This is an optimization exercise on Yosys and OpenROAD, whose aim is small area, a short achievable clock period and few clock cycles per item, not a production implementation.
In this exercise RTL edits were held to simulation tests only and were not proved equivalent to the original.

==> flow/design.v, too long to show whole: its modules and the start of the top module <==
// module kmul_tree: 1135 lines
// module kmul_final: 378 lines
// module iterative_karatsuba_hs: 93 lines
module iterative_karatsuba_hs (
    input  logic        clk,
    input  logic        rst,
    input  logic        enable,
    input  logic        in_valid,
    output logic        in_ready,
    input  logic        signed_mode,
    input  logic [31:0] A,
    input  logic [31:0] B,
    output logic        out_valid,
    input  logic        out_ready,
    output logic [63:0] C,
    output logic        busy
);
  // ...
==> flow/run.sh <==
#!/bin/bash
# synth_recipe.tcl (not shown) runs the flow's synth.tcl, then flattens the netlist and writes it again
# the make line also repeats each setting of config.mk as NAME=value (left out here)
make -C /OpenROAD-flow-scripts/flow DESIGN_CONFIG=/design/flow/config.mk WORK_HOME=/design/flow/orfs CLKGATE_MAP_FILE= SYNTH_SCRIPT=/design/flow/synth_recipe.tcl finish
==> flow/config.mk <==
export PLATFORM = sky130hd
export DESIGN_NAME = iterative_karatsuba_hs
export DESIGN_NICKNAME = iterative_karatsuba_hs
export VERILOG_FILES = /design/flow/design.v
export SDC_FILE = /design/flow/constraint.sdc
export NUM_CORES = 4
export LEC_CHECK = 0
export ABC_AREA = 1
export CAP_MARGIN = 20
export CORE_MARGIN = 2
export CORE_UTILIZATION = 55
export SETUP_SLACK_MARGIN = 5
export SLEW_MARGIN = 20
==> flow/constraint.sdc <==
create_clock -name core_clock -period 9.5 [get_ports {clk}]
set_input_delay 1.9000 -clock core_clock [delete_from_list [all_inputs] [get_ports {clk}]]
set_output_delay 1.9000 -clock core_clock [all_outputs]
set_load 0.01 [all_outputs]
==> impl_metrics.toml, run 1 <==
[run_status]
status = "no timing/DRC/antenna violations"

[setup_path]
worstSetupEndpointType = "flip-flop"
cp_slowest_cell = "edfxtp_1"
max_stage_delay_ns = 1.04
path_buf_inv = 3
endpoint = "cs_q[126]$_DFFE_PP_"
cp.arrival_ns = 4.75

[grt]
antenna_found_initial = 6
grt_pass1_vias = 33370
grt_max_degree = 163
met3_usage_pct = 11.96

[final_layout]
regMostFlops = "cs_q"
antenna_cells = 2
top_area_cell_class = "multi-input combinational cells"
final_cell_mix = "1051 x inv_1, 835 x nand2_1, 606 x xor2_1"
multi_input_gates = 2909
largest_reg_flops = 243

[timing]
tns_ns = 0
drv_slew = 0

[clock_tree]
cts.sinks = 459

[placed_design]
hpwlAfterDp_um = 97180

[route]
wl_met2_um = 59030
viasPerCell = 5.696

[floorplan]
fp.dieW_um = 284.7
core_um2 = 77720

[logic_synthesis]
synth_warnings = 1
ys_types = 34
Testbench counts, summed over its fixed seeds: cycles 2,072, items 2,048.
==> inputs of run 2 (changes only) <==
==> flow/flow/run.sh (new file) <==
#!/bin/bash
set -euo pipefail
MARGIN=${MARGIN:-6.0}
bash standard.sh SETUP_SLACK_MARGIN=$MARGIN finish > standard_flow.log 2>&1
==> flow/standard.sh (new file) <==
#!/bin/bash
# synth_recipe.tcl (not shown) runs the flow's synth.tcl, then flattens the netlist and writes it again
# the make line also repeats each setting of config.mk as NAME=value (left out here)
make -C /OpenROAD-flow-scripts/flow DESIGN_CONFIG=/design/flow/config.mk WORK_HOME=/design/flow/orfs CLKGATE_MAP_FILE= SYNTH_SCRIPT=/design/flow/synth_recipe.tcl "${@:-finish}"
--- a/flow/config.mk
+++ b/flow/config.mk
@@ -9,5 +9,4 @@
 export CAP_MARGIN = 20
 export CORE_MARGIN = 2
-export CORE_UTILIZATION = 55
-export SETUP_SLACK_MARGIN = 5
+export CORE_UTILIZATION = 45
 export SLEW_MARGIN = 20
removed: flow/run.sh
==> run 2 against run 1 <==
Sequential share of layout area is 2.2 points lower. Die area is 22% higher. Final cell count is 6.1% higher. Setup slack better by 0.89 ns. Critical path depth is 1 lower. Largest cell class unchanged. Clock-buffer cell count is 7 lower.
==> impl_metrics.toml, run 2 <==
[setup_path]
cp.arrival_ns = 3.88
cp_slowest_cell = "xor2_1"
r2r_cells = 7
crit_top_cell = "fa_1"
max_stage_delay_ns = 0.68
worstSetupEndpointType = "flip-flop"
crit_chain = "buf_6 > inv_6 > xor2_1 > fa_1 > fa_1 > inv_1 > fa_1"
critical_path_class = "flip-flop to flip-flop"
worst_setup_path_start_kind = "flip-flop"
path_max_fanout = 19
required_ns = 9.90

[clock_tree]
cts_tree = "built"
htree_levels = 2
clk_path_buf_depth = 3
insertion_delay_ns = 0.67
ctsHoldBuffers = 0
numCtsBuffers = 54
path_clk_slew_ns = 0.06
clock-root-buffer = "clkbuf_16"
cts.sinks = 459

[final_layout]
instances_no_fill = 6170
regMostFlops = "cs_q"
utilization_pct = 53.79
layout_commonest_cell = "inv_1"
largest_reg_flops = 243
antenna_cells = 0
nFillCells = 8570
nets = 5518
drive_above_1_share_pct = 12.35
top_regs = "cs_q x243, h_q x64, s_q x64"
final_cell_mix = "1007 x inv_1, 786 x nand2_1, 598 x xor2_1"
area_growth_pct = 18.12

[route]
viasPerCell = 5.615
wl_met2_um = 65390
drt_first_pass_iters = 8
vias = 34650
drt_first_iter_violations = 4596
dr_wl_met3_um = 21470
antenna_left = 0
wire_per_inst_um = 25.16
route.detailed.drc = 0
routed_wl_um = 155200
drt-met1-wl_um = 58380
highest_layer = "met5"

[placed_design]
gp_congestion = 0.9178
placed_cells = 5946
place_ws_ns = 4.364
hpwlAfterDp_um = 99100
portBuffers = 136

[logic_synthesis]
synth_area_leaders = "edfxtp_1 31%, fa_1 22%, xor2_1 12%, inv_1 9.3%, o22ai_1 7.4%"
ys_ff_latch = 459
ys_types = 34
synth_edf_count = 454
avgSynthCellArea_um2 = 9.165
synth_common_cells = "1077 x inv_1, 836 x nand2_1, 606 x xor2_1, 512 x o22ai_1, 468 x fa_1"
async_flop_share_pct = 0
yosysTopAreaCellShare_pct = 31.46
synth_ff_type = "edfxtp_1"
synth_cells = 4728
seq_area_frac_synth_pct = 31.69
syn_area_um2 = 43330
synth_fp_nets = 5383
synth_warnings = 1
synth.most_common_cell = "inv_1"
synth_top_cell_by_area = "edfxtp_1"

[floorplan]
ios = 137
start_util_pct = 45.54
die_area_um2 = 98790
fp.dieW_um = 314.3
core_um2 = 95150
rows = 113
die_y_um = 314.3

[timing]
setup_viol = 0
worst_pin_slew_ns = 1.014
rsz0062_at_grt = "yes"
final_hold_viol_count = 0
tns_ns = 0
post-route-period-util_pct = 36.62
drv_slew = 0
skew_ns = 0.02140
relSlewSlack_pct = 32.02
layout_min_cycle_time_ns = 3.479
fmax_mhz = 287.4
layout_setup_ws_ns = 6.021

[flow_run]
maxCapViolCount = 0

[grt]
grt-ovfl-total = 0
grt_pass1_vias = 34190
track_usage_pct = 30.06
antenna_found_initial = 5
grt_pass1_wl_um = 219300
grt_max_degree = 77

[worst_hold_path]
min_path_type = "flip-flop to flip-flop"
holdPathStages = 2

[run_status]
status = "no timing/DRC/antenna violations"
run 2: changes by cell type in the layout (fill, tap and decap cells not counted), moves of 24 or more:
| cell | delta |
|---|---|
| clkbuf_16 | +24 |
| ha_1 | -44 |
| buf_4 | +24 |
| inv_1 | -44 |
| nand2_1 | -49 |
| nor2_1 | -37 |
| nor2_2 | +25 |
| nand2_2 | +41 |
| buf_12 | +47 |
| ha_4 | +29 |
run 2: critical path: cells and delay by family, from the launching register on:
kind	cells	cell delay [ns]
xor gates and xnor gates	1	0.68
adders and majority gates	3	1.55
buffers and inverters	3	0.60
DFF	1	0.37
run 2: logic make-up (layout without fill, tap and decap cells):
family | count (synthesis) | count (layout) | synth area share, %
buffers and inverters | 1360 | 1537 | 11.93
AOI/OAI and AO/OA | 584 | 584 | 8.252
adders and majority gates | 585 | 585 | 25.00
muxes | 14 | 14 | 0.3638
xor gates and xnor gates | 609 | 609 | 12.34
DFF | 459 | 459 | 31.69
and+or+nand+nor | 1117 | 1117 | 10.42
run 2: path summary, 6_finish.rpt:
check             slack (ns)                   to              start
setup / recovery        6.02  cs_q[182]$_DFFE_PP_  ng_q[7]$_DFFE_PP_
hold / removal          0.47    v1_q$_SDFFE_PP0P_  v1_q$_SDFFE_PP0P_
setup reg to reg        6.02  cs_q[182]$_DFFE_PP_  ng_q[7]$_DFFE_PP_
hold reg to reg         0.47    v1_q$_SDFFE_PP0P_  v1_q$_SDFFE_PP0P_
run 2: timing repair:
action	4_1_cts	5_1_grt
setup buffers	25	69
setup endpoints to repair	642	207
resized for setup	188	385
pin swaps	7	50
cloned	5	27
run 2: through the flow:
step           hold slack (ns)  cell area, um^2
4_1_cts                 0.4703            48620
3_3_place_gp            0.4643            45930
6_report                0.4700            51180
2_1_floorplan           0.4206            43400
5_1_grt                 0.5082            51180
3_5_place_dp            0.4607            45950
run 2: metal layers:
metal	up-vias	GRT usage, %
met5	-	0
met4	4	14.40
met3	591	10.23
met2	2392	44.56
met1	16610	39.50
li1	15050	-
run 2: cell type report:
cell class                      count  area (um^2)  share of cell area [%]
Timing Repair inverter              7        52.55                  0.1027
Timing Repair Buffer              342         4083                   7.976
Sequential cell                   459        13740                   26.84
Inverter                         1090         4409                   8.614
Clock buffer                       59         1370                   2.677
Multi-Input combinational cell   2909        25530                   49.89
Clock inverter                     39        412.9                  0.8067
Tap cell                         1265         1583                   3.092
==> module kmul_final, before the edit <==
module kmul_final (
    input  logic [242:0] cs,
    output logic [63:0] p
);
    logic [63:0] ra, rb;
    logic fs1, fc2, fs3, fc4, fs5, fc6, fs7, fc8, fs9, fc10, fs11, fc12, fs13, fc14, fs15, fc16, fs17, fc18, fs19, fc20, fs21, fc22, fs23, fc24, fs25, fc26, fs27, fc28, fs29, fc30, fs31, fc32, fs33, fc34, fs35, fc36, fs37, fc38, fs39, fc40, fs41, fc42, fs43, fc44, fs45, fc46, fs47, fc48, fs49, fc50, fs51, fc52, fs53, fc54, fs55, fc56, fs57, fc58, fs59, fc60, fs61, fc62, fs63, fc64, fs65, fc66, fs67, fc68, fs69, fc70, fs71, fc72, fs73, fc74, fs75, fc76, fs77, fc78, fs79, fc80, fs81, fc82, fs83, fc84, fs85, fc86, fs87, fc88, fs89, fc90, fs91, fc92, fs93, fc94, fs95, fc96, fs97, fc98, fs99, fc100, fs101, fc102, fs103, fc104, fs105, fc106, fs107, fc108, fs109, fc110, fs111, fc112, fs113, fc114, fs115, fc116, fs117, fc118, fs119, fc120, fs121, fc122, fs123, fc124, fs125, fc126, fs127, fc128, fs129, fc130, fs131, fc132, fs133, fc134, fs135, fc136, fs137, fc138, fs139, fc140, fs141, fc142, fs143, fc144, fs145, fc146, fs147, fc148, fs149, fc150, fs151, fc152, fs153, fc154, fs155, fc156, fs157, fc158, fs159, fc160, fs161, fc162, fs163, fc164, fs165, fc166, fs167, fc168, fs169, fc170, fs171, fc172, fs173, fc174, fs175, fc176, fs177, fc178, fs179, fc180, fs181, fc182, fs183, fc184, fs185, fc186, fs187, fc188, fs189, fc190, fs191, fc192, fs193, fc194, fs195, fc196, fs197, fc198, fs199, fc200, fs201, fc202, fs203, fc204, fs205, fc206, fs207, fc208, fs209, fc210, fs211, fc212, fs213, fc214, fs215, fc216, fs217, fc218, fs219, fc220, fs221, fc222, fs223, fc224, fs225, fc226, fs227, fc228, fs229, fc230, fs231, fc232, fs233, fc234, fs235, fc236, fs237, fc238, fs239, fc240, fs241, fc242;
    assign fs1 = cs[8] ^ cs[9];
    assign fc2 = cs[8] & cs[9];
    assign fs3 = cs[12] ^ cs[13];
    assign fc4 = cs[12] & cs[13];
    assign fs5 = cs[15] ^ cs[16] ^ cs[17];
    assign fc6 = (cs[15] & cs[16]) | (cs[15] & cs[17]) | (cs[16] & cs[17]);
    assign fs7 = cs[19] ^ cs[20] ^ cs[21];
    assign fc8 = (cs[19] & cs[20]) | (cs[19] & cs[21]) | (cs[20] & cs[21]);
    assign fs9 = cs[23] ^ cs[24] ^ cs[25];
    assign fc10 = (cs[23] & cs[24]) | (cs[23] & cs[25]) | (cs[24] & cs[25]);
    assign fs11 = cs[27] ^ cs[28] ^ cs[29];
    assign fc12 = (cs[27] & cs[28]) | (cs[27] & cs[29]) | (cs[28] & cs[29]);
    assign fs13 = cs[31] ^ cs[32] ^ cs[33];
    assign fc14 = (cs[31] & cs[32]) | (cs[31] & cs[33]) | (cs[32] & cs[33]);
    assign fs15 = cs[35] ^ cs[36] ^ cs[37];
    assign fc16 = (cs[35] & cs[36]) | (cs[35] & cs[37]) | (cs[36] & cs[37]);
    assign fs17 = cs[39] ^ cs[40] ^ cs[41];
    assign fc18 = (cs[39] & cs[40]) | (cs[39] & cs[41]) | (cs[40] & cs[41]);
    assign fs19 = cs[43] ^ cs[44] ^ cs[45];
    assign fc20 = (cs[43] & cs[44]) | (cs[43] & cs[45]) | (cs[44] & cs[45]);
    assign fs21 = cs[47] ^ cs[48] ^ cs[49];
    assign fc22 = (cs[47] & cs[48]) | (cs[47] & cs[49]) | (cs[48] & cs[49]);
    assign fs23 = cs[51] ^ cs[52] ^ cs[53];
    assign fc24 = (cs[51] & cs[52]) | (cs[51] & cs[53]) | (cs[52] & cs[53]);
    assign fs25 = cs[55] ^ cs[56] ^ cs[57];
    assign fc26 = (cs[55] & cs[56]) | (cs[55] & cs[57]) | (cs[56] & cs[57]);
    assign fs27 = cs[59] ^ cs[60] ^ cs[61];
    assign fc28 = (cs[59] & cs[60]) | (cs[59] & cs[61]) | (cs[60] & cs[61]);
    assign fs29 = cs[63] ^ cs[64] ^ cs[65];
    assign fc30 = (cs[63] & cs[64]) | (cs[63] & cs[65]) | (cs[64] & cs[65]);
    assign fs31 = cs[67] ^ cs[68] ^ cs[69];
    assign fc32 = (cs[67] & cs[68]) | (cs[67] & cs[69]) | (cs[68] & cs[69]);
    assign fs33 = cs[71] ^ cs[72] ^ cs[73];
    assign fc34 = (cs[71] & cs[72]) | (cs[71] & cs[73]) | (cs[72] & cs[73]);
    assign fs35 = cs[75] ^ cs[76] ^ cs[77];
    assign fc36 = (cs[75] & cs[76]) | (cs[75] & cs[77]) | (cs[76] & cs[77]);
    assign fs37 = cs[79] ^ cs[80] ^ cs[81];
    assign fc38 = (cs[79] & cs[80]) | (cs[79] & cs[81]) | (cs[80] & cs[81]);
    assign fs39 = cs[83] ^ cs[84] ^ cs[85];
    assign fc40 = (cs[83] & cs[84]) | (cs[83] & cs[85]) | (cs[84] & cs[85]);
    assign fs41 = cs[87] ^ cs[88] ^ cs[89];
    assign fc42 = (cs[87] & cs[88]) | (cs[87] & cs[89]) | (cs[88] & cs[89]);
    assign fs43 = cs[91] ^ cs[92] ^ cs[93];
    assign fc44 = (cs[91] & cs[92]) | (cs[91] & cs[93]) | (cs[92] & cs[93]);
    assign fs45 = cs[95] ^ cs[96] ^ cs[97];
    assign fc46 = (cs[95] & cs[96]) | (cs[95] & cs[97]) | (cs[96] & cs[97]);
    assign fs47 = cs[99] ^ cs[100] ^ cs[101];
    assign fc48 = (cs[99] & cs[100]) | (cs[99] & cs[101]) | (cs[100] & cs[101]);
    assign fs49 = cs[103] ^ cs[104] ^ cs[105];
    assign fc50 = (cs[103] & cs[104]) | (cs[103] & cs[105]) | (cs[104] & cs[105]);
    assign fs51 = cs[107] ^ cs[108] ^ cs[109];
    assign fc52 = (cs[107] & cs[108]) | (cs[107] & cs[109]) | (cs[108] & cs[109]);
    assign fs53 = cs[111] ^ cs[112] ^ cs[113];
    assign fc54 = (cs[111] & cs[112]) | (cs[111] & cs[113]) | (cs[112] & cs[113]);
    assign fs55 = cs[115] ^ cs[116] ^ cs[117];
    assign fc56 = (cs[115] & cs[116]) | (cs[115] & cs[117]) | (cs[116] & cs[117]);
    assign fs57 = cs[119] ^ cs[120] ^ cs[121];
    assign fc58 = (cs[119] & cs[120]) | (cs[119] & cs[121]) | (cs[120] & cs[121]);
    assign fs59 = cs[123] ^ cs[124] ^ cs[125];
    assign fc60 = (cs[123] & cs[124]) | (cs[123] & cs[125]) | (cs[124] & cs[125]);
    assign fs61 = cs[127] ^ cs[128] ^ cs[129];
    assign fc62 = (cs[127] & cs[128]) | (cs[127] & cs[129]) | (cs[128] & cs[129]);
    assign fs63 = cs[131] ^ cs[132] ^ cs[133];
    assign fc64 = (cs[131] & cs[132]) | (cs[131] & cs[133]) | (cs[132] & cs[133]);
    assign fs65 = cs[135] ^ cs[136] ^ cs[137];
    assign fc66 = (cs[135] & cs[136]) | (cs[135] & cs[137]) | (cs[136] & cs[137]);
    assign fs67 = cs[139] ^ cs[140] ^ cs[141];
    assign fc68 = (cs[139] & cs[140]) | (cs[139] & cs[141]) | (cs[140] & cs[141]);
    assign fs69 = cs[143] ^ cs[144] ^ cs[145];
    assign fc70 = (cs[143] & cs[144]) | (cs[143] & cs[145]) | (cs[144] & cs[145]);
    assign fs71 = cs[147] ^ cs[148] ^ cs[149];
    assign fc72 = (cs[147] & cs[148]) | (cs[147] & cs[149]) | (cs[148] & cs[149]);
    assign fs73 = cs[151] ^ cs[152] ^ cs[153];
    assign fc74 = (cs[151] & cs[152]) | (cs[151] & cs[153]) | (cs[152] & cs[153]);
    assign fs75 = cs[155] ^ cs[156] ^ cs[157];
    assign fc76 = (cs[155] & cs[156]) | (cs[155] & cs[157]) | (cs[156] & cs[157]);
    assign fs77 = cs[159] ^ cs[160] ^ cs[161];
    assign fc78 = (cs[159] & cs[160]) | (cs[159] & cs[161]) | (cs[160] & cs[161]);
    assign fs79 = cs[163] ^ cs[164] ^ cs[165];
    assign fc80 = (cs[163] & cs[164]) | (cs[163] & cs[165]) | (cs[164] & cs[165]);
    assign fs81 = cs[167] ^ cs[168] ^ cs[169];
    assign fc82 = (cs[167] & cs[168]) | (cs[167] & cs[169]) | (cs[168] & cs[169]);
    assign fs83 = cs[171] ^ cs[172] ^ cs[173];
    assign fc84 = (cs[171] & cs[172]) | (cs[171] & cs[173]) | (cs[172] & cs[173]);
    assign fs85 = cs[175] ^ cs[176] ^ cs[177];
    assign fc86 = (cs[175] & cs[176]) | (cs[175] & cs[177]) | (cs[176] & cs[177]);
    assign fs87 = cs[179] ^ cs[180] ^ cs[181];
    assign fc88 = (cs[179] & cs[180]) | (cs[179] & cs[181]) | (cs[180] & cs[181]);
    assign fs89 = cs[183] ^ cs[184] ^ cs[185];
    assign fc90 = (cs[183] & cs[184]) | (cs[183] & cs[185]) | (cs[184] & cs[185]);
    assign fs91 = cs[187] ^ cs[188] ^ cs[189];
    assign fc92 = (cs[187] & cs[188]) | (cs[187] & cs[189]) | (cs[188] & cs[189]);
    assign fs93 = cs[191] ^ cs[192] ^ cs[193];
    assign fc94 = (cs[191] & cs[192]) | (cs[191] & cs[193]) | (cs[192] & cs[193]);
    assign fs95 = cs[195] ^ cs[196] ^ cs[197];
    assign fc96 = (cs[195] & cs[196]) | (cs[195] & cs[197]) | (cs[196] & cs[197]);
    assign fs97 = cs[199] ^ cs[200] ^ cs[201];
    assign fc98 = (cs[199] & cs[200]) | (cs[199] & cs[201]) | (cs[200] & cs[201]);
    assign fs99 = cs[203] ^ cs[204] ^ cs[205];
    assign fc100 = (cs[203] & cs[204]) | (cs[203] & cs[205]) | (cs[204] & cs[205]);
    assign fs101 = cs[207] ^ cs[208] ^ cs[209];
    assign fc102 = (cs[207] & cs[208]) | (cs[207] & cs[209]) | (cs[208] & cs[209]);
    assign fs103 = cs[211] ^ cs[212] ^ cs[213];
    assign fc104 = (cs[211] & cs[212]) | (cs[211] & cs[213]) | (cs[212] & cs[213]);
    assign fs105 = cs[215] ^ cs[216] ^ cs[217];
    assign fc106 = (cs[215] & cs[216]) | (cs[215] & cs[217]) | (cs[216] & cs[217]);
    assign fs107 = cs[219] ^ cs[220] ^ cs[221];
    assign fc108 = (cs[219] & cs[220]) | (cs[219] & cs[221]) | (cs[220] & cs[221]);
    assign fs109 = cs[223] ^ cs[224] ^ cs[225];
    assign fc110 = (cs[223] & cs[224]) | (cs[223] & cs[225]) | (cs[224] & cs[225]);
    assign fs111 = cs[227] ^ cs[228] ^ cs[229];
    assign fc112 = (cs[227] & cs[228]) | (cs[227] & cs[229]) | (cs[228] & cs[229]);
    assign fs113 = cs[231] ^ cs[232] ^ cs[233];
    assign fc114 = (cs[231] & cs[232]) | (cs[231] & cs[233]) | (cs[232] & cs[233]);
    assign fs115 = cs[235] ^ cs[236] ^ cs[237];
    assign fc116 = (cs[235] & cs[236]) | (cs[235] & cs[237]) | (cs[236] & cs[237]);
    assign fs117 = cs[239] ^ cs[240];
    assign fc118 = cs[239] & cs[240];
    assign fs119 = cs[3] ^ cs[4];
    assign fc120 = cs[3] & cs[4];
    assign fs121 = cs[6] ^ cs[7];
    assign fc122 = cs[6] & cs[7];
    assign fs123 = cs[10] ^ cs[11] ^ fs1;
    assign fc124 = (cs[10] & cs[11]) | (cs[10] & fs1) | (cs[11] & fs1);
    assign fs125 = cs[14] ^ fc2 ^ fs3;
    assign fc126 = (cs[14] & fc2) | (cs[14] & fs3) | (fc2 & fs3);
    assign fs127 = cs[18] ^ fc4 ^ fs5;
    assign fc128 = (cs[18] & fc4) | (cs[18] & fs5) | (fc4 & fs5);
    assign fs129 = cs[22] ^ fc6 ^ fs7;
    assign fc130 = (cs[22] & fc6) | (cs[22] & fs7) | (fc6 & fs7);
    assign fs131 = cs[26] ^ fc8 ^ fs9;
    assign fc132 = (cs[26] & fc8) | (cs[26] & fs9) | (fc8 & fs9);
    assign fs133 = cs[30] ^ fc10 ^ fs11;
    assign fc134 = (cs[30] & fc10) | (cs[30] & fs11) | (fc10 & fs11);
    assign fs135 = cs[34] ^ fc12 ^ fs13;
    assign fc136 = (cs[34] & fc12) | (cs[34] & fs13) | (fc12 & fs13);
    assign fs137 = cs[38] ^ fc14 ^ fs15;
    assign fc138 = (cs[38] & fc14) | (cs[38] & fs15) | (fc14 & fs15);
    assign fs139 = cs[42] ^ fc16 ^ fs17;
    assign fc140 = (cs[42] & fc16) | (cs[42] & fs17) | (fc16 & fs17);
    assign fs141 = cs[46] ^ fc18 ^ fs19;
    assign fc142 = (cs[46] & fc18) | (cs[46] & fs19) | (fc18 & fs19);
    assign fs143 = cs[50] ^ fc20 ^ fs21;
    assign fc144 = (cs[50] & fc20) | (cs[50] & fs21) | (fc20 & fs21);
    assign fs145 = cs[54] ^ fc22 ^ fs23;
    assign fc146 = (cs[54] & fc22) | (cs[54] & fs23) | (fc22 & fs23);
    assign fs147 = cs[58] ^ fc24 ^ fs25;
    assign fc148 = (cs[58] & fc24) | (cs[58] & fs25) | (fc24 & fs25);
    assign fs149 = cs[62] ^ fc26 ^ fs27;
    assign fc150 = (cs[62] & fc26) | (cs[62] & fs27) | (fc26 & fs27);
    assign fs151 = cs[66] ^ fc28 ^ fs29;
    assign fc152 = (cs[66] & fc28) | (cs[66] & fs29) | (fc28 & fs29);
    assign fs153 = cs[70] ^ fc30 ^ fs31;
    assign fc154 = (cs[70] & fc30) | (cs[70] & fs31) | (fc30 & fs31);
    assign fs155 = cs[74] ^ fc32 ^ fs33;
    assign fc156 = (cs[74] & fc32) | (cs[74] & fs33) | (fc32 & fs33);
    assign fs157 = cs[78] ^ fc34 ^ fs35;
    assign fc158 = (cs[78] & fc34) | (cs[78] & fs35) | (fc34 & fs35);
    assign fs159 = cs[82] ^ fc36 ^ fs37;
    assign fc160 = (cs[82] & fc36) | (cs[82] & fs37) | (fc36 & fs37);
    assign fs161 = cs[86] ^ fc38 ^ fs39;
    assign fc162 = (cs[86] & fc38) | (cs[86] & fs39) | (fc38 & fs39);
    assign fs163 = cs[90] ^ fc40 ^ fs41;
    assign fc164 = (cs[90] & fc40) | (cs[90] & fs41) | (fc40 & fs41);
    assign fs165 = cs[94] ^ fc42 ^ fs43;
    assign fc166 = (cs[94] & fc42) | (cs[94] & fs43) | (fc42 & fs43);
    assign fs167 = cs[98] ^ fc44 ^ fs45;
    assign fc168 = (cs[98] & fc44) | (cs[98] & fs45) | (fc44 & fs45);
    assign fs169 = cs[102] ^ fc46 ^ fs47;
    assign fc170 = (cs[102] & fc46) | (cs[102] & fs47) | (fc46 & fs47);
    assign fs171 = cs[106] ^ fc48 ^ fs49;
    assign fc172 = (cs[106] & fc48) | (cs[106] & fs49) | (fc48 & fs49);
    assign fs173 = cs[110] ^ fc50 ^ fs51;
    assign fc174 = (cs[110] & fc50) | (cs[110] & fs51) | (fc50 & fs51);
    assign fs175 = cs[114] ^ fc52 ^ fs53;
    assign fc176 = (cs[114] & fc52) | (cs[114] & fs53) | (fc52 & fs53);
    assign fs177 = cs[118] ^ fc54 ^ fs55;
    assign fc178 = (cs[118] & fc54) | (cs[118] & fs55) | (fc54 & fs55);
    assign fs179 = cs[122] ^ fc56 ^ fs57;
    assign fc180 = (cs[122] & fc56) | (cs[122] & fs57) | (fc56 & fs57);
    assign fs181 = cs[126] ^ fc58 ^ fs59;
    assign fc182 = (cs[126] & fc58) | (cs[126] & fs59) | (fc58 & fs59);
    assign fs183 = cs[130] ^ fc60 ^ fs61;
    assign fc184 = (cs[130] & fc60) | (cs[130] & fs61) | (fc60 & fs61);
    assign fs185 = cs[134] ^ fc62 ^ fs63;
    assign fc186 = (cs[134] & fc62) | (cs[134] & fs63) | (fc62 & fs63);
    assign fs187 = cs[138] ^ fc64 ^ fs65;
    assign fc188 = (cs[138] & fc64) | (cs[138] & fs65) | (fc64 & fs65);
    assign fs189 = cs[142] ^ fc66 ^ fs67;
    assign fc190 = (cs[142] & fc66) | (cs[142] & fs67) | (fc66 & fs67);
    assign fs191 = cs[146] ^ fc68 ^ fs69;
    assign fc192 = (cs[146] & fc68) | (cs[146] & fs69) | (fc68 & fs69);
    assign fs193 = cs[150] ^ fc70 ^ fs71;
    assign fc194 = (cs[150] & fc70) | (cs[150] & fs71) | (fc70 & fs71);
    assign fs195 = cs[154] ^ fc72 ^ fs73;
    assign fc196 = (cs[154] & fc72) | (cs[154] & fs73) | (fc72 & fs73);
    assign fs197 = cs[158] ^ fc74 ^ fs75;
    assign fc198 = (cs[158] & fc74) | (cs[158] & fs75) | (fc74 & fs75);
    assign fs199 = cs[162] ^ fc76 ^ fs77;
    assign fc200 = (cs[162] & fc76) | (cs[162] & fs77) | (fc76 & fs77);
    assign fs201 = cs[166] ^ fc78 ^ fs79;
    assign fc202 = (cs[166] & fc78) | (cs[166] & fs79) | (fc78 & fs79);
    assign fs203 = cs[170] ^ fc80 ^ fs81;
    assign fc204 = (cs[170] & fc80) | (cs[170] & fs81) | (fc80 & fs81);
    assign fs205 = cs[174] ^ fc82 ^ fs83;
    assign fc206 = (cs[174] & fc82) | (cs[174] & fs83) | (fc82 & fs83);
    assign fs207 = cs[178] ^ fc84 ^ fs85;
    assign fc208 = (cs[178] & fc84) | (cs[178] & fs85) | (fc84 & fs85);
    assign fs209 = cs[182] ^ fc86 ^ fs87;
    assign fc210 = (cs[182] & fc86) | (cs[182] & fs87) | (fc86 & fs87);
    assign fs211 = cs[186] ^ fc88 ^ fs89;
    assign fc212 = (cs[186] & fc88) | (cs[186] & fs89) | (fc88 & fs89);
    assign fs213 = cs[190] ^ fc90 ^ fs91;
    assign fc214 = (cs[190] & fc90) | (cs[190] & fs91) | (fc90 & fs91);
    assign fs215 = cs[194] ^ fc92 ^ fs93;
    assign fc216 = (cs[194] & fc92) | (cs[194] & fs93) | (fc92 & fs93);
    assign fs217 = cs[198] ^ fc94 ^ fs95;
    assign fc218 = (cs[198] & fc94) | (cs[198] & fs95) | (fc94 & fs95);
    assign fs219 = cs[202] ^ fc96 ^ fs97;
    assign fc220 = (cs[202] & fc96) | (cs[202] & fs97) | (fc96 & fs97);
    assign fs221 = cs[206] ^ fc98 ^ fs99;
    assign fc222 = (cs[206] & fc98) | (cs[206] & fs99) | (fc98 & fs99);
    assign fs223 = cs[210] ^ fc100 ^ fs101;
    assign fc224 = (cs[210] & fc100) | (cs[210] & fs101) | (fc100 & fs101);
    assign fs225 = cs[214] ^ fc102 ^ fs103;
    assign fc226 = (cs[214] & fc102) | (cs[214] & fs103) | (fc102 & fs103);
    assign fs227 = cs[218] ^ fc104 ^ fs105;
    assign fc228 = (cs[218] & fc104) | (cs[218] & fs105) | (fc104 & fs105);
    assign fs229 = cs[222] ^ fc106 ^ fs107;
    assign fc230 = (cs[222] & fc106) | (cs[222] & fs107) | (fc106 & fs107);
    assign fs231 = cs[226] ^ fc108 ^ fs109;
    assign fc232 = (cs[226] & fc108) | (cs[226] & fs109) | (fc108 & fs109);
    assign fs233 = cs[230] ^ fc110 ^ fs111;
    assign fc234 = (cs[230] & fc110) | (cs[230] & fs111) | (fc110 & fs111);
    assign fs235 = cs[234] ^ fc112 ^ fs113;
    assign fc236 = (cs[234] & fc112) | (cs[234] & fs113) | (fc112 & fs113);
    assign fs237 = cs[238] ^ fc114 ^ fs115;
    assign fc238 = (cs[238] & fc114) | (cs[238] & fs115) | (fc114 & fs115);
    assign fs239 = ~(fs117 ^ fc116);
    assign fc240 = fs117 | fc116;
    assign fs241 = cs[241] ^ cs[242] ^ fc118;
    assign fc242 = (cs[241] & cs[242]) | (cs[241] & fc118) | (cs[242] & fc118);
    assign ra[0] = cs[0];
    assign rb[0] = cs[1];
    assign ra[1] = cs[2];
    assign rb[1] = 1'b0;
    assign ra[2] = fs119;
    assign rb[2] = cs[5];
    assign ra[3] = fc120;
    assign rb[3] = fs121;
    assign ra[4] = fc122;
    assign rb[4] = fs123;
    assign ra[5] = fc124;
    assign rb[5] = fs125;
    assign ra[6] = fc126;
    assign rb[6] = fs127;
    assign ra[7] = fc128;
    assign rb[7] = fs129;
    assign ra[8] = fc130;
    assign rb[8] = fs131;
    assign ra[9] = fc132;
    assign rb[9] = fs133;
    assign ra[10] = fc134;
    assign rb[10] = fs135;
    assign ra[11] = fc136;
    assign rb[11] = fs137;
    assign ra[12] = fc138;
    assign rb[12] = fs139;
    assign ra[13] = fc140;
    assign rb[13] = fs141;
    assign ra[14] = fc142;
    assign rb[14] = fs143;
    assign ra[15] = fc144;
    assign rb[15] = fs145;
    assign ra[16] = fc146;
    assign rb[16] = fs147;
    assign ra[17] = fc148;
    assign rb[17] = fs149;
    assign ra[18] = fc150;
    assign rb[18] = fs151;
    assign ra[19] = fc152;
    assign rb[19] = fs153;
    assign ra[20] = fc154;
    assign rb[20] = fs155;
    assign ra[21] = fc156;
    assign rb[21] = fs157;
    assign ra[22] = fc158;
    assign rb[22] = fs159;
    assign ra[23] = fc160;
    assign rb[23] = fs161;
    assign ra[24] = fc162;
    assign rb[24] = fs163;
    assign ra[25] = fc164;
    assign rb[25] = fs165;
    assign ra[26] = fc166;
    assign rb[26] = fs167;
    assign ra[27] = fc168;
    assign rb[27] = fs169;
    assign ra[28] = fc170;
    assign rb[28] = fs171;
    assign ra[29] = fc172;
    assign rb[29] = fs173;
    assign ra[30] = fc174;
    assign rb[30] = fs175;
    assign ra[31] = fc176;
    assign rb[31] = fs177;
    assign ra[32] = fc178;
    assign rb[32] = fs179;
    assign ra[33] = fc180;
    assign rb[33] = fs181;
    assign ra[34] = fc182;
    assign rb[34] = fs183;
    assign ra[35] = fc184;
    assign rb[35] = fs185;
    assign ra[36] = fc186;
    assign rb[36] = fs187;
    assign ra[37] = fc188;
    assign rb[37] = fs189;
    assign ra[38] = fc190;
    assign rb[38] = fs191;
    assign ra[39] = fc192;
    assign rb[39] = fs193;
    assign ra[40] = fc194;
    assign rb[40] = fs195;
    assign ra[41] = fc196;
    assign rb[41] = fs197;
    assign ra[42] = fc198;
    assign rb[42] = fs199;
    assign ra[43] = fc200;
    assign rb[43] = fs201;
    assign ra[44] = fc202;
    assign rb[44] = fs203;
    assign ra[45] = fc204;
    assign rb[45] = fs205;
    assign ra[46] = fc206;
    assign rb[46] = fs207;
    assign ra[47] = fc208;
    assign rb[47] = fs209;
    assign ra[48] = fc210;
    assign rb[48] = fs211;
    assign ra[49] = fc212;
    assign rb[49] = fs213;
    assign ra[50] = fc214;
    assign rb[50] = fs215;
    assign ra[51] = fc216;
    assign rb[51] = fs217;
    assign ra[52] = fc218;
    assign rb[52] = fs219;
    assign ra[53] = fc220;
    assign rb[53] = fs221;
    assign ra[54] = fc222;
    assign rb[54] = fs223;
    assign ra[55] = fc224;
    assign rb[55] = fs225;
    assign ra[56] = fc226;
    assign rb[56] = fs227;
    assign ra[57] = fc228;
    assign rb[57] = fs229;
    assign ra[58] = fc230;
    assign rb[58] = fs231;
    assign ra[59] = fc232;
    assign rb[59] = fs233;
    assign ra[60] = fc234;
    assign rb[60] = fs235;
    assign ra[61] = fc236;
    assign rb[61] = fs237;
    assign ra[62] = fc238;
    assign rb[62] = fs239;
    assign ra[63] = fc240;
    assign rb[63] = fs241;
    assign p = ra + rb;
endmodule
==> inputs of run 3 (changes only) <==
--- a/flow/design.v
+++ b/flow/design.v
@@ -1513,5 +1513,319 @@
     assign ra[63] = fc240;
     assign rb[63] = fs241;
-    assign p = ra + rb;
+    kmul_add u_add (.a(ra), .b(rb), .s(p));
+endmodule
+module kmul_add (
+    input  logic [63:0] a,
+    input  logic [63:0] b,
+    output logic [63:0] s
+);
+    logic [63:0] g0, p0;
+    assign g0 = a & b;
+    assign p0 = a ^ b;
+    logic gg1, pp1, gg2, pp2, gg3, pp3, gg4, pp4, gg5, pp5, gg6, pp6, gg7, pp7, gg8, pp8, gg9, pp9, gg10, pp10, gg11, pp11, gg12, pp12, gg13, pp13, gg14, pp14, gg15, pp15, gg16, pp16, gg17, pp17, gg18, pp18, gg19, pp19, gg20, pp20, gg21, pp21, gg22, pp22, gg23, pp23, gg24, pp24, gg25, pp25, gg26, pp26, gg27, pp27, gg28, pp28, gg29, pp29, gg30, pp30, gg31, pp31, gg32, pp32, gg33, pp33, gg34, pp34, gg35, pp35, gg36, pp36, gg37, pp37, gg38, pp38, gg39, pp39, gg40, pp40, gg41, pp41, gg42, pp42, gg43, pp43, gg44, pp44, gg45, pp45, gg46, pp46, gg47, pp47, gg48, pp48, gg49, pp49, gg50, pp50, gg51, pp51, gg52, pp52, gg53, pp53, gg54, pp54, gg55, pp55, gg56, pp56, gg57, pp57, gg58, pp58, gg59, pp59, gg60, pp60, gg61, pp61, gg62, pp62, gg63, pp63, gg64, pp64, gg65, pp65, gg66, pp66, gg67, pp67, gg68, pp68, gg69, pp69, gg70, pp70, gg71, pp71, gg72, pp72, gg73, pp73, gg74, pp74, gg75, pp75, gg76, pp76, gg77, pp77, gg78, pp78, gg79, pp79, gg80, pp80, gg81, pp81, gg82, pp82, gg83, pp83, gg84, pp84, gg85, pp85, gg86, pp86, gg87, pp87, gg88, pp88, gg89, pp89, gg90, pp90, gg91, pp91, gg92, pp92, gg93, pp93, gg94, pp94, gg95, pp95, gg96, pp96, gg97, pp97, gg98, pp98, gg99, pp99, gg100, pp100, gg101, pp101, gg102, pp102, gg103, pp103, gg104, pp104, gg105, pp105, gg106, pp106, gg107, pp107, gg108, pp108, gg109, pp109, gg110, pp110, gg111, pp111, gg112, pp112, gg113, pp113, gg114, pp114, gg115, pp115, gg116, pp116, gg117, pp117, gg118, pp118, gg119, pp119, gg120, pp120;
+    assign gg1 = g0[1] | (p0[1] & g0[0]);
+    assign pp1 = p0[1] & p0[0];
+    assign gg2 = g0[3] | (p0[3] & g0[2]);
+    assign pp2 = p0[3] & p0[2];
+    assign gg3 = g0[5] | (p0[5] & g0[4]);
+    assign pp3 = p0[5] & p0[4];
+    assign gg4 = g0[7] | (p0[7] & g0[6]);
+    assign pp4 = p0[7] & p0[6];
+    assign gg5 = g0[9] | (p0[9] & g0[8]);
+    assign pp5 = p0[9] & p0[8];
+    assign gg6 = g0[11] | (p0[11] & g0[10]);
+    assign pp6 = p0[11] & p0[10];
+    assign gg7 = g0[13] | (p0[13] & g0[12]);
+    assign pp7 = p0[13] & p0[12];
+    assign gg8 = g0[15] | (p0[15] & g0[14]);
+    assign pp8 = p0[15] & p0[14];
+    assign gg9 = g0[17] | (p0[17] & g0[16]);
+    assign pp9 = p0[17] & p0[16];
+    assign gg10 = g0[19] | (p0[19] & g0[18]);
+    assign pp10 = p0[19] & p0[18];
+    assign gg11 = g0[21] | (p0[21] & g0[20]);
+    assign pp11 = p0[21] & p0[20];
+    assign gg12 = g0[23] | (p0[23] & g0[22]);
+    assign pp12 = p0[23] & p0[22];
+    assign gg13 = g0[25] | (p0[25] & g0[24]);
+    assign pp13 = p0[25] & p0[24];
+    assign gg14 = g0[27] | (p0[27] & g0[26]);
+    assign pp14 = p0[27] & p0[26];
+    assign gg15 = g0[29] | (p0[29] & g0[28]);
+    assign pp15 = p0[29] & p0[28];
+    assign gg16 = g0[31] | (p0[31] & g0[30]);
+    assign pp16 = p0[31] & p0[30];
+    assign gg17 = g0[33] | (p0[33] & g0[32]);
+    assign pp17 = p0[33] & p0[32];
+    assign gg18 = g0[35] | (p0[35] & g0[34]);
+    assign pp18 = p0[35] & p0[34];
+    assign gg19 = g0[37] | (p0[37] & g0[36]);
+    assign pp19 = p0[37] & p0[36];
+    assign gg20 = g0[39] | (p0[39] & g0[38]);
+    assign pp20 = p0[39] & p0[38];
+    assign gg21 = g0[41] | (p0[41] & g0[40]);
+    assign pp21 = p0[41] & p0[40];
+    assign gg22 = g0[43] | (p0[43] & g0[42]);
+    assign pp22 = p0[43] & p0[42];
+    assign gg23 = g0[45] | (p0[45] & g0[44]);
+    assign pp23 = p0[45] & p0[44];
+    assign gg24 = g0[47] | (p0[47] & g0[46]);
+    assign pp24 = p0[47] & p0[46];
+    assign gg25 = g0[49] | (p0[49] & g0[48]);
+    assign pp25 = p0[49] & p0[48];
+    assign gg26 = g0[51] | (p0[51] & g0[50]);
+    assign pp26 = p0[51] & p0[50];
+    assign gg27 = g0[53] | (p0[53] & g0[52]);
+    assign pp27 = p0[53] & p0[52];
+    assign gg28 = g0[55] | (p0[55] & g0[54]);
+    assign pp28 = p0[55] & p0[54];
+    assign gg29 = g0[57] | (p0[57] & g0[56]);
+    assign pp29 = p0[57] & p0[56];
+    assign gg30 = g0[59] | (p0[59] & g0[58]);
+    assign pp30 = p0[59] & p0[58];
+    assign gg31 = g0[61] | (p0[61] & g0[60]);
+    assign pp31 = p0[61] & p0[60];
+    assign gg32 = g0[63] | (p0[63] & g0[62]);
+    assign pp32 = p0[63] & p0[62];
+    assign gg33 = gg2 | (pp2 & gg1);
+    assign pp33 = pp2 & pp1;
+    assign gg34 = gg4 | (pp4 & gg3);
+    assign pp34 = pp4 & pp3;
+    assign gg35 = gg6 | (pp6 & gg5);
+    assign pp35 = pp6 & pp5;
+    assign gg36 = gg8 | (pp8 & gg7);
+    assign pp36 = pp8 & pp7;
+    assign gg37 = gg10 | (pp10 & gg9);
+    assign pp37 = pp10 & pp9;
+    assign gg38 = gg12 | (pp12 & gg11);
+    assign pp38 = pp12 & pp11;
+    assign gg39 = gg14 | (pp14 & gg13);
+    assign pp39 = pp14 & pp13;
+    assign gg40 = gg16 | (pp16 & gg15);
+    assign pp40 = pp16 & pp15;
+    assign gg41 = gg18 | (pp18 & gg17);
+    assign pp41 = pp18 & pp17;
+    assign gg42 = gg20 | (pp20 & gg19);
+    assign pp42 = pp20 & pp19;
+    assign gg43 = gg22 | (pp22 & gg21);
+    assign pp43 = pp22 & pp21;
+    assign gg44 = gg24 | (pp24 & gg23);
+    assign pp44 = pp24 & pp23;
+    assign gg45 = gg26 | (pp26 & gg25);
+    assign pp45 = pp26 & pp25;
+    assign gg46 = gg28 | (pp28 & gg27);
+    assign pp46 = pp28 & pp27;
+    assign gg47 = gg30 | (pp30 & gg29);
+    assign pp47 = pp30 & pp29;
+    assign gg48 = gg32 | (pp32 & gg31);
+    assign pp48 = pp32 & pp31;
+    assign gg49 = gg34 | (pp34 & gg33);
+    assign pp49 = pp34 & pp33;
+    assign gg50 = gg36 | (pp36 & gg35);
+    assign pp50 = pp36 & pp35;
+    assign gg51 = gg38 | (pp38 & gg37);
+    assign pp51 = pp38 & pp37;
+    assign gg52 = gg40 | (pp40 & gg39);
+    assign pp52 = pp40 & pp39;
+    assign gg53 = gg42 | (pp42 & gg41);
+    assign pp53 = pp42 & pp41;
+    assign gg54 = gg44 | (pp44 & gg43);
+    assign pp54 = pp44 & pp43;
+    assign gg55 = gg46 | (pp46 & gg45);
+    assign pp55 = pp46 & pp45;
+    assign gg56 = gg48 | (pp48 & gg47);
+    assign pp56 = pp48 & pp47;
+    assign gg57 = gg50 | (pp50 & gg49);
+    assign pp57 = pp50 & pp49;
+    assign gg58 = gg52 | (pp52 & gg51);
+    assign pp58 = pp52 & pp51;
+    assign gg59 = gg54 | (pp54 & gg53);
+    assign pp59 = pp54 & pp53;
+    assign gg60 = gg56 | (pp56 & gg55);
+    assign pp60 = pp56 & pp55;
+    assign gg61 = gg58 | (pp58 & gg57);
+    assign pp61 = pp58 & pp57;
+    assign gg62 = gg60 | (pp60 & gg59);
+    assign pp62 = pp60 & pp59;
+    assign gg63 = gg62 | (pp62 & gg61);
+    assign pp63 = pp62 & pp61;
+    assign gg64 = gg59 | (pp59 & gg61);
+    assign pp64 = pp59 & pp61;
+    assign gg65 = gg51 | (pp51 & gg57);
+    assign pp65 = pp51 & pp57;
+    assign gg66 = gg53 | (pp53 & gg61);
+    assign pp66 = pp53 & pp61;
+    assign gg67 = gg55 | (pp55 & gg64);
+    assign pp67 = pp55 & pp64;
+    assign gg68 = gg35 | (pp35 & gg49);
+    assign pp68 = pp35 & pp49;
+    assign gg69 = gg37 | (pp37 & gg57);
+    assign pp69 = pp37 & pp57;
+    assign gg70 = gg39 | (pp39 & gg65);
+    assign pp70 = pp39 & pp65;
+    assign gg71 = gg41 | (pp41 & gg61);
+    assign pp71 = pp41 & pp61;
+    assign gg72 = gg43 | (pp43 & gg66);
+    assign pp72 = pp43 & pp66;
+    assign gg73 = gg45 | (pp45 & gg64);
+    assign pp73 = pp45 & pp64;
+    assign gg74 = gg47 | (pp47 & gg67);
+    assign pp74 = pp47 & pp67;
+    assign gg75 = gg3 | (pp3 & gg33);
+    assign pp75 = pp3 & pp33;
+    assign gg76 = gg5 | (pp5 & gg49);
+    assign pp76 = pp5 & pp49;
+    assign gg77 = gg7 | (pp7 & gg68);
+    assign pp77 = pp7 & pp68;
+    assign gg78 = gg9 | (pp9 & gg57);
+    assign pp78 = pp9 & pp57;
+    assign gg79 = gg11 | (pp11 & gg69);
+    assign pp79 = pp11 & pp69;
+    assign gg80 = gg13 | (pp13 & gg65);
+    assign pp80 = pp13 & pp65;
+    assign gg81 = gg15 | (pp15 & gg70);
+    assign pp81 = pp15 & pp70;
+    assign gg82 = gg17 | (pp17 & gg61);
+    assign pp82 = pp17 & pp61;
+    assign gg83 = gg19 | (pp19 & gg71);
+    assign pp83 = pp19 & pp71;
+    assign gg84 = gg21 | (pp21 & gg66);
+    assign pp84 = pp21 & pp66;
+    assign gg85 = gg23 | (pp23 & gg72);
+    assign pp85 = pp23 & pp72;
+    assign gg86 = gg25 | (pp25 & gg64);
+    assign pp86 = pp25 & pp64;
+    assign gg87 = gg27 | (pp27 & gg73);
+    assign pp87 = pp27 & pp73;
+    assign gg88 = gg29 | (pp29 & gg67);
+    assign pp88 = pp29 & pp67;
+    assign gg89 = gg31 | (pp31 & gg74);
+    assign pp89 = pp31 & pp74;
+    assign gg90 = g0[2] | (p0[2] & gg1);
+    assign pp90 = p0[2] & pp1;
+    assign gg91 = g0[4] | (p0[4] & gg33);
+    assign pp91 = p0[4] & pp33;
+    assign gg92 = g0[6] | (p0[6] & gg75);
+    assign pp92 = p0[6] & pp75;
+    assign gg93 = g0[8] | (p0[8] & gg49);
+    assign pp93 = p0[8] & pp49;
+    assign gg94 = g0[10] | (p0[10] & gg76);
+    assign pp94 = p0[10] & pp76;
+    assign gg95 = g0[12] | (p0[12] & gg68);
+    assign pp95 = p0[12] & pp68;
+    assign gg96 = g0[14] | (p0[14] & gg77);
+    assign pp96 = p0[14] & pp77;
+    assign gg97 = g0[16] | (p0[16] & gg57);
+    assign pp97 = p0[16] & pp57;
+    assign gg98 = g0[18] | (p0[18] & gg78);
+    assign pp98 = p0[18] & pp78;
+    assign gg99 = g0[20] | (p0[20] & gg69);
+    assign pp99 = p0[20] & pp69;
+    assign gg100 = g0[22] | (p0[22] & gg79);
+    assign pp100 = p0[22] & pp79;
+    assign gg101 = g0[24] | (p0[24] & gg65);
+    assign pp101 = p0[24] & pp65;
+    assign gg102 = g0[26] | (p0[26] & gg80);
+    assign pp102 = p0[26] & pp80;
+    assign gg103 = g0[28] | (p0[28] & gg70);
+    assign pp103 = p0[28] & pp70;
+    assign gg104 = g0[30] | (p0[30] & gg81);
+    assign pp104 = p0[30] & pp81;
+    assign gg105 = g0[32] | (p0[32] & gg61);
+    assign pp105 = p0[32] & pp61;
+    assign gg106 = g0[34] | (p0[34] & gg82);
+    assign pp106 = p0[34] & pp82;
+    assign gg107 = g0[36] | (p0[36] & gg71);
+    assign pp107 = p0[36] & pp71;
+    assign gg108 = g0[38] | (p0[38] & gg83);
+    assign pp108 = p0[38] & pp83;
+    assign gg109 = g0[40] | (p0[40] & gg66);
+    assign pp109 = p0[40] & pp66;
+    assign gg110 = g0[42] | (p0[42] & gg84);
+    assign pp110 = p0[42] & pp84;
+    assign gg111 = g0[44] | (p0[44] & gg72);
+    assign pp111 = p0[44] & pp72;
+    assign gg112 = g0[46] | (p0[46] & gg85);
+    assign pp112 = p0[46] & pp85;
+    assign gg113 = g0[48] | (p0[48] & gg64);
+    assign pp113 = p0[48] & pp64;
+    assign gg114 = g0[50] | (p0[50] & gg86);
+    assign pp114 = p0[50] & pp86;
+    assign gg115 = g0[52] | (p0[52] & gg73);
+    assign pp115 = p0[52] & pp73;
+    assign gg116 = g0[54] | (p0[54] & gg87);
+    assign pp116 = p0[54] & pp87;
+    assign gg117 = g0[56] | (p0[56] & gg67);
+    assign pp117 = p0[56] & pp67;
+    assign gg118 = g0[58] | (p0[58] & gg88);
+    assign pp118 = p0[58] & pp88;
+    assign gg119 = g0[60] | (p0[60] & gg74);
+    assign pp119 = p0[60] & pp74;
+    assign gg120 = g0[62] | (p0[62] & gg89);
+    assign pp120 = p0[62] & pp89;
+    assign s[0] = p0[0];
+    assign s[1] = p0[1] ^ g0[0];
+    assign s[2] = p0[2] ^ gg1;
+    assign s[3] = p0[3] ^ gg90;
+    assign s[4] = p0[4] ^ gg33;
+    assign s[5] = p0[5] ^ gg91;
+    assign s[6] = p0[6] ^ gg75;
+    assign s[7] = p0[7] ^ gg92;
+    assign s[8] = p0[8] ^ gg49;
+    assign s[9] = p0[9] ^ gg93;
+    assign s[10] = p0[10] ^ gg76;
+    assign s[11] = p0[11] ^ gg94;
+    assign s[12] = p0[12] ^ gg68;
+    assign s[13] = p0[13] ^ gg95;
+    assign s[14] = p0[14] ^ gg77;
+    assign s[15] = p0[15] ^ gg96;
+    assign s[16] = p0[16] ^ gg57;
+    assign s[17] = p0[17] ^ gg97;
+    assign s[18] = p0[18] ^ gg78;
+    assign s[19] = p0[19] ^ gg98;
+    assign s[20] = p0[20] ^ gg69;
+    assign s[21] = p0[21] ^ gg99;
+    assign s[22] = p0[22] ^ gg79;
+    assign s[23] = p0[23] ^ gg100;
+    assign s[24] = p0[24] ^ gg65;
+    assign s[25] = p0[25] ^ gg101;
+    assign s[26] = p0[26] ^ gg80;
+    assign s[27] = p0[27] ^ gg102;
+    assign s[28] = p0[28] ^ gg70;
+    assign s[29] = p0[29] ^ gg103;
+    assign s[30] = p0[30] ^ gg81;
+    assign s[31] = p0[31] ^ gg104;
+    assign s[32] = p0[32] ^ gg61;
+    assign s[33] = p0[33] ^ gg105;
+    assign s[34] = p0[34] ^ gg82;
+    assign s[35] = p0[35] ^ gg106;
+    assign s[36] = p0[36] ^ gg71;
+    assign s[37] = p0[37] ^ gg107;
+    assign s[38] = p0[38] ^ gg83;
+    assign s[39] = p0[39] ^ gg108;
+    assign s[40] = p0[40] ^ gg66;
+    assign s[41] = p0[41] ^ gg109;
+    assign s[42] = p0[42] ^ gg84;
+    assign s[43] = p0[43] ^ gg110;
+    assign s[44] = p0[44] ^ gg72;
+    assign s[45] = p0[45] ^ gg111;
+    assign s[46] = p0[46] ^ gg85;
+    assign s[47] = p0[47] ^ gg112;
+    assign s[48] = p0[48] ^ gg64;
+    assign s[49] = p0[49] ^ gg113;
+    assign s[50] = p0[50] ^ gg86;
+    assign s[51] = p0[51] ^ gg114;
+    assign s[52] = p0[52] ^ gg73;
+    assign s[53] = p0[53] ^ gg115;
+    assign s[54] = p0[54] ^ gg87;
+    assign s[55] = p0[55] ^ gg116;
+    assign s[56] = p0[56] ^ gg67;
+    assign s[57] = p0[57] ^ gg117;
+    assign s[58] = p0[58] ^ gg88;
+    assign s[59] = p0[59] ^ gg118;
+    assign s[60] = p0[60] ^ gg74;
+    assign s[61] = p0[61] ^ gg119;
+    assign s[62] = p0[62] ^ gg89;
+    assign s[63] = p0[63] ^ gg120;
 endmodule
 module iterative_karatsuba_hs (
==> flow/flow/run.sh (replaced) <==
#!/bin/bash
set -euo pipefail
MARGIN=${MARGIN:-6.0}
R=orfs/results/sky130hd/iterative_karatsuba_hs/base
bash standard.sh synth > standard_synth.log 2>&1
cp $R/1_2_yosys.v $R/1_2_yosys.std.v
python3 flow/fa_polarity.py $R/1_2_yosys.std.v $R/1_2_yosys.pol.v > fa_polarity.log 2>&1
sleep 1
cp $R/1_2_yosys.pol.v $R/1_2_yosys.v
bash standard.sh SETUP_SLACK_MARGIN=$MARGIN finish > standard_flow.log 2>&1
==> flow/flow/fa_polarity.py (new file) <==
#!/usr/bin/env python3
"""Remove inverters around full-adder cells in a mapped netlist.

A full adder is self-dual: FA(~a, ~b, ~c) = (~sum, ~cout). Each fa cell may
therefore be 'flipped' (fed and read in the opposite polarity) without
changing what the circuit computes. This script chooses a polarity for every
fa cell so that fewer inverters are needed, removes the netlist's inverters
and adds back one inverter per signal that some load still needs inverted.
Registers and every other cell are left as they are.

usage: fa_polarity.py IN.v OUT.v
"""
import re
import sys

ROUNDS = 200

src = open(sys.argv[1]).read()
src = re.sub(r"\(\*.*?\*\)", "", src, flags=re.S)
src = re.sub(r"/\*.*?\*/", "", src, flags=re.S)
m = re.search(r"\bmodule\s+(\S+)\s*\((.*?)\);", src, re.S)
head_end = m.end()
body_end = src.rindex("endmodule")
body = src[head_end:body_end]

# split body into statements
stmts = [s.strip() for s in re.split(r";\s*\n", body) if s.strip()]
cell_re = re.compile(r"^(sky130_fd_sc_hd__\w+)\s+(\S+)\s*\((.*)\)$", re.S)
pin_re = re.compile(r"\.(\w+)\((.*?)\)\s*(?:,|$)", re.S)
OUTS = {"X", "Y", "Q", "Q_N", "SUM", "COUT", "HI", "LO"}

decls, cells, others = [], [], []
ports = set()
for s in stmts:
    if re.match(r"^(input|output|inout)\b", s):
        decls.append(s)
        for nm in re.findall(r"(\\\S+|[A-Za-z_][\w$]*)\s*$", s):
            ports.add(nm)
        nm = s.split()[-1]
        ports.add(nm)
    elif re.match(r"^wire\b", s):
        decls.append(s)
    else:
        cm = cell_re.match(s)
        if cm:
            typ, name, pins = cm.groups()
            pm = {}
            for p, n in pin_re.findall(pins + ","):
                pm[p] = n.strip()
            cells.append([typ, name, pm])
        else:
            others.append(s)


def base(n):
    # net name without bit select on escaped/vector names, for port test
    n = n.strip()
    if n.startswith("\\"):
        return n.split()[0]
    return re.sub(r"\[\d+\]$", "", n)


port_bases = set(base(p) for p in ports)
# nets referenced in assign statements / other statements: keep untouched
pinned = set()
for s in others:
    for tok in re.findall(r"\\\S+ |[A-Za-z_][\w$]*(?:\[\d+\])?", s + " "):
        pinned.add(tok.strip())


def is_port(n):
    return base(n) in port_bases or n.strip() in pinned or base(n) in pinned


def isinv(t):
    return re.match(r"sky130_fd_sc_hd__(clk)?inv(lp)?_\d+$", t) is not None


def isxor(t):
    return re.match(r"sky130_fd_sc_hd__x(n)?or2_\d+$", t) is not None


def isfa(t):
    return re.match(r"sky130_fd_sc_hd__fa_\d+$", t) is not None


driver = {}
for i, (t, nm, pm) in enumerate(cells):
    for p, n in pm.items():
        if p in OUTS and n:
            driver[n] = i

inv_idx = set()
for i, (t, nm, pm) in enumerate(cells):
    if isinv(t) and not is_port(pm["Y"]) and pm["A"] and not pm["A"].startswith("1'"):
        inv_idx.add(i)


def root(n):
    q = 0
    seen = 0
    while n in driver and driver[n] in inv_idx:
        n = cells[driver[n]][2]["A"]
        q ^= 1
        seen += 1
        if seen > 50:
            break
    return n, q


fa_idx = [i for i, c in enumerate(cells) if isfa(c[0]) or isxor(c[0])]
xor_set = set(i for i in fa_idx if isxor(cells[i][0]))
flip = {i: 0 for i in fa_idx}
fixed = set()
for i in fa_idx:
    pm = cells[i][2]
    if is_port(pm.get("SUM", "")) or is_port(pm.get("COUT", "")) or is_port(pm.get("X", "")) or (i in xor_set and is_port(pm.get("Y", ""))):
        fixed.add(i)

# loads: list of (cell index, pin, root, parity)
loads = []
for i, (t, nm, pm) in enumerate(cells):
    if i in inv_idx:
        continue
    for p, n in pm.items():
        if p in OUTS or not n or n.startswith("1'") or n.startswith("{"):
            continue
        r, q = root(n)
        loads.append((i, p, r, q))
# inverters whose outputs are kept (port nets) are normal loads of their input: handled above,
# since they are not in inv_idx.

# index: root -> list of load ids ; fa -> list of load ids on it ; fa -> roots it drives
by_root = {}
for k, (i, p, r, q) in enumerate(loads):
    by_root.setdefault(r, []).append(k)
fa_loads = {i: [] for i in fa_idx}
for k, (i, p, r, q) in enumerate(loads):
    if i in fa_loads:
        fa_loads[i].append(k)
fa_outs = {i: [cells[i][2].get("SUM"), cells[i][2].get("COUT"), cells[i][2].get("X"), cells[i][2].get("Y") if i in xor_set else None] for i in fa_idx}


def supply(r):
    d = driver.get(r)
    if d is not None and d in flip:
        return flip[d]
    return 0


def need(k):
    i, p, r, q = loads[k]
    if i in xor_set:
        return None
    return q ^ (flip[i] if i in flip else 0)


def root_cost(r):
    s = supply(r)
    for k in by_root.get(r, []):
        n = need(k)
        if n is not None and n != s:
            return 1
    return 0


def total():
    return sum(root_cost(r) for r in by_root)


before = sum(1 for _ in inv_idx)
cost = total()
changed = True
it = 0
while changed and it < 50:
    changed = False
    it += 1
    for i in fa_idx:
        if i in fixed:
            continue
        rs = set(loads[k][2] for k in fa_loads[i]) | set(x for x in fa_outs[i] if x)
        c0 = sum(root_cost(r) for r in rs)
        flip[i] ^= 1
        c1 = sum(root_cost(r) for r in rs)
        if c1 < c0:
            changed = True
        else:
            flip[i] ^= 1
cost = total()

# a few rounds of random kicks followed by greedy descent, keeping the best
import random
rng = random.Random(1)
best = dict(flip)
best_cost = cost
free = [i for i in fa_idx if i not in fixed]


def descend():
    ch = True
    while ch:
        ch = False
        for i in free:
            rs = set(loads[k][2] for k in fa_loads[i]) | set(x for x in fa_outs[i] if x)
            c0 = sum(root_cost(r) for r in rs)
            flip[i] ^= 1
            c1 = sum(root_cost(r) for r in rs)
            if c1 < c0:
                ch = True
            else:
                flip[i] ^= 1


for rnd in range(ROUNDS):
    for i in rng.sample(free, max(1, len(free) // 20)):
        flip[i] ^= 1
    descend()
    c = total()
    if c <= best_cost:
        best_cost = c
        best = dict(flip)
    else:
        flip.update(best)
flip.update(best)
cost = total()

# rewrite
newinv = {}
extra_wires = []
out_cells = []
for r in by_root:
    s = supply(r)
    if any(need(k) is not None and need(k) != s for k in by_root[r]):
        nn = f"_fapol{len(newinv)}_"
        newinv[r] = nn
        extra_wires.append(nn)
mism = {i: 0 for i in xor_set}
for k, (i, p, r, q) in enumerate(loads):
    n = need(k)
    if n is None:
        tgt = r
        mism[i] ^= supply(r) ^ q
    else:
        tgt = r if n == supply(r) else newinv[r]
    cells[i][2][p] = tgt
for i in xor_set:
    if mism[i] ^ flip[i]:
        t = cells[i][0]
        pm = cells[i][2]
        if "xnor2" in t:
            cells[i][0] = t.replace("xnor2", "xor2")
            cells[i][2] = {("X" if p == "Y" else p): n for p, n in pm.items()}
        else:
            cells[i][0] = t.replace("xor2", "xnor2")
            cells[i][2] = {("Y" if p == "X" else p): n for p, n in pm.items()}

lines = []
for i, (t, nm, pm) in enumerate(cells):
    if i in inv_idx:
        continue
    pins = ",\n".join(f"    .{p}({n} )" for p, n in pm.items())
    lines.append(f"  {t} {nm} (\n{pins}\n  );")
for r, nn in newinv.items():
    lines.append(f"  sky130_fd_sc_hd__inv_1 {nn}inst (\n    .A({r} ),\n    .Y({nn} )\n  );")

out = src[:head_end] + "\n"
out += "".join(f"  {d} ;\n" for d in decls)
out += "".join(f"  wire {w};\n" for w in extra_wires)
out += "".join(f"  {s} ;\n" for s in others)
out += "\n".join(lines) + "\n"
out += src[body_end:]
open(sys.argv[2], "w").write(out)
print(f"fa cells {len(fa_idx)} flipped {sum(flip.values())}; inverters {before} -> {len(newinv)} ({it} passes)")
==> run 3 against run 2 <==
Critical path depth up 12. First-iteration DRC count is 20% lower. Final cell count fell by 28%. Clock-buffer cell count unchanged. Non-clock buffer count up 42. Via count down 20%. Clock skew increased by 0.013 ns. Die area is 12% lower.
==> impl_metrics.toml, run 3 <==
[timing]
rsz0062_at_grt = "yes"
setup_viol = 0
post-route-period-util_pct = 45.47
relSlewSlack_pct = 35.22
fmax_mhz = 231.5
worst_pin_slew_ns = 0.9716
final_hold_viol_count = 0
layout_min_cycle_time_ns = 4.320
skew_ns = 0.03437
tns_ns = 0
drv_slew = 0

[setup_path]
path_max_fanout = 3
r2r-end = "h_q[47]$_DFFE_PP_"
cp.arrival_ns = 4.69
worstSetupEndpointType = "flip-flop"
required_ns = 9.87
rr_startpoint = "cs_q[47]$_DFFE_PP_"
critical_path_class = "flip-flop to flip-flop"
r2r_setup_slack_ns = 5.18
r2r_cells = 19
worst_setup_path_start_kind = "flip-flop"

[floorplan]
ios = 137
core_um2 = 83690
die_area_um2 = 86810
die_y_um = 294.6
fp.dieW_um = 294.6
start_util_pct = 45.42
rows = 106

[placed_design]
hpwlAfterDp_um = 75420
portBuffers = 136
placed_cells = 4223
post_dp_cell_area_um2 = 40680
gp_congestion = 0.9129

[final_layout]
layout_commonest_cell = "o22ai_1"
antenna_cells = 0
instances_no_fill = 4473
final_cell_mix = "506 x o22ai_1, 462 x fa_1, 454 x edfxtp_1"
top_regs = "cs_q x243, h_q x64, s_q x64"
area_growth_pct = 20.37
fin_area_um2 = 45750
regMostFlops = "cs_q"
largest_reg_flops = 243
drive_above_1_share_pct = 18.39
utilization_pct = 54.67
nets = 3982

[route]
viasPerCell = 6.166
route.detailed.drc = 0
antenna_left = 0
drt_first_iter_violations = 3686
routed_wl_um = 126800
vias = 27580
wire_per_inst_um = 28.34
drt_first_pass_iters = 7

[worst_hold_path]
holdPathStages = 2
worstHoldEndpoint = "v1_q$_SDFFE_PP0P_"
min_path_type = "flip-flop to flip-flop"
min-delay-start = "v1_q$_SDFFE_PP0P_"

[logic_synthesis]
avgSynthCellArea_um2 = 12.17
synth_cells = 3123
synth_warnings = 1
syn_area_um2 = 38010
synth_fp_nets = 3808

[clock_tree]
htree_levels = 2
cts_tree = "built"
ctsHoldBuffers = 0
clock-root-buffer = "clkbuf_16"
cts.sinks = 459
path_clk_slew_ns = 0.07
clk_path_buf_depth = 3
numCtsBuffers = 51
insertion_delay_ns = 0.64

[grt]
track_usage_pct = 27.33
grt_pass1_vias = 28090
grt_max_degree = 92
grt-ovfl-total = 0
antenna_found_initial = 0
grt_pass1_wl_um = 176500

[run_status]
status = "no timing/DRC/antenna violations"

[flow_run]
maxCapViolCount = 0
## run 3: cell type report
cell class,instances,area [um^2]
fillers,6850,37940
repair buffers,384,4682
inverters,267,1114
clock inverters,36,406.6
flip-flops and latches,459,13740
multi-input cells,2132,23070
well taps,1134,1419
clock buffers,59,1306
repair inverters,2,12.51
## run 3: worst max-delay path by stage
stage / from / to / slack, ns / depth (start not counted)
after CTS: cs_q[44]$_DFFE_PP_ / h_q[63]$_DFFE_PP_ / 5.16 / 23
after global placement: enable / cs_q[79]$_DFFE_PP_ / 4.21 / 5
final: cs_q[47]$_DFFE_PP_ / h_q[47]$_DFFE_PP_ / 5.18 / 19
after global routing: cs_q[33]$_DFFE_PP_ / h_q[47]$_DFFE_PP_ / 5.04 / 20
after floorplan: enable / cs_q[0]$_DFFE_PP_ / 3.53 / 2
after detailed placement: enable / cs_q[79]$_DFFE_PP_ / 4.47 / 5
## run 3: repair_timing
| action | CTS | global route |
|---|---|---|
| hold endpoints to repair | 0 | 0 |
| pin swaps | 31 | 74 |
| resized for setup | 168 | 258 |
| setup buffers | 54 | 64 |
| cloned | 2 | 35 |
| setup endpoints to repair | 551 | 308 |
## run 3: through the flow
stage	hold slack, ns	setup WS (ns)
after floorplan	0.4206	3.534
after global placement	0.4587	4.208
after detailed placement	0.4957	4.470
after CTS	0.5161	5.161
after global routing	0.5461	5.039
final	0.5347	5.180
## run 3: critical path: stages (launching register included)
cell	delay, ns
edfxtp_1	0.40
fa_1	0.53
fa_1	0.59
ha_1	0.25
nand2_2	0.10
nor2_4	0.05
buf_4	0.13
a21oi_4	0.18
nand2_8	0.10
nand2_4	0.09
nand2_8	0.07
buf_4	0.14
buf_6	0.13
inv_6	0.06
o21bai_4	0.09
a21oi_4	0.20
o21bai_4	0.10
fa_2	0.38
xor2_2	0.16
mux2_4	0.26
## run 3: routing by layer
| layer | vias up | share of wire, % | GRT usage [%] |
|---|---|---|---|
| li1 | 11090 | - | - |
| met1 | 13870 | 37 | 35.81 |
| met2 | 2112 | 44 | 41.92 |
| met3 | 505 | 14 | 8.197 |
| met4 | 0 | 5.9 | 12.33 |
| met5 | - | 0 | 0 |
Testbench counts of run 3, summed over its fixed seeds: cycles 2,072, items 2,048.

-- afterwards: timing with drivers on the ports --
In the flow no input, the clock included, has a driving cell. The finished layouts below were timed again as built, in two steps.
Step 1: set_driving_cell puts a clkbuf_16 on clk and a buf_2 on each other input, an assumption about the parent block.
Step 2, shift: input delay + t, output delay - t, t = (earliest + latest rising clock arrival at the registers) / 2. This alone moves slack from input paths to output paths.
a / b / c = ideal ports / drivers / drivers and shift; a / b = the first two.
| run | shift t [ns] | slack for setup (ns) | worst setup path after step 2 | worst register clock-pin slew, ns | pins driven straight from the clock port |
|---|---|---|---|---|---|
| run 1 | 0.694 | 5.133 / 5.133 / 4.846 | input to register | 0.07 / 0.07 | 1 |
| run 2 | 0.728 | 6.021 / 5.985 / 5.464 | input to register | 0.07 / 0.07 | 1 |
| run 3 | 0.697 | 5.180 / 5.180 / 5.180 | register to register | 0.07 / 0.07 | 1 |
After both steps every run listed still meets setup and hold. For run 2, which loses most, drivers alone change the setup slack by -0.036 ns; drivers and shift together by -0.557 ns.
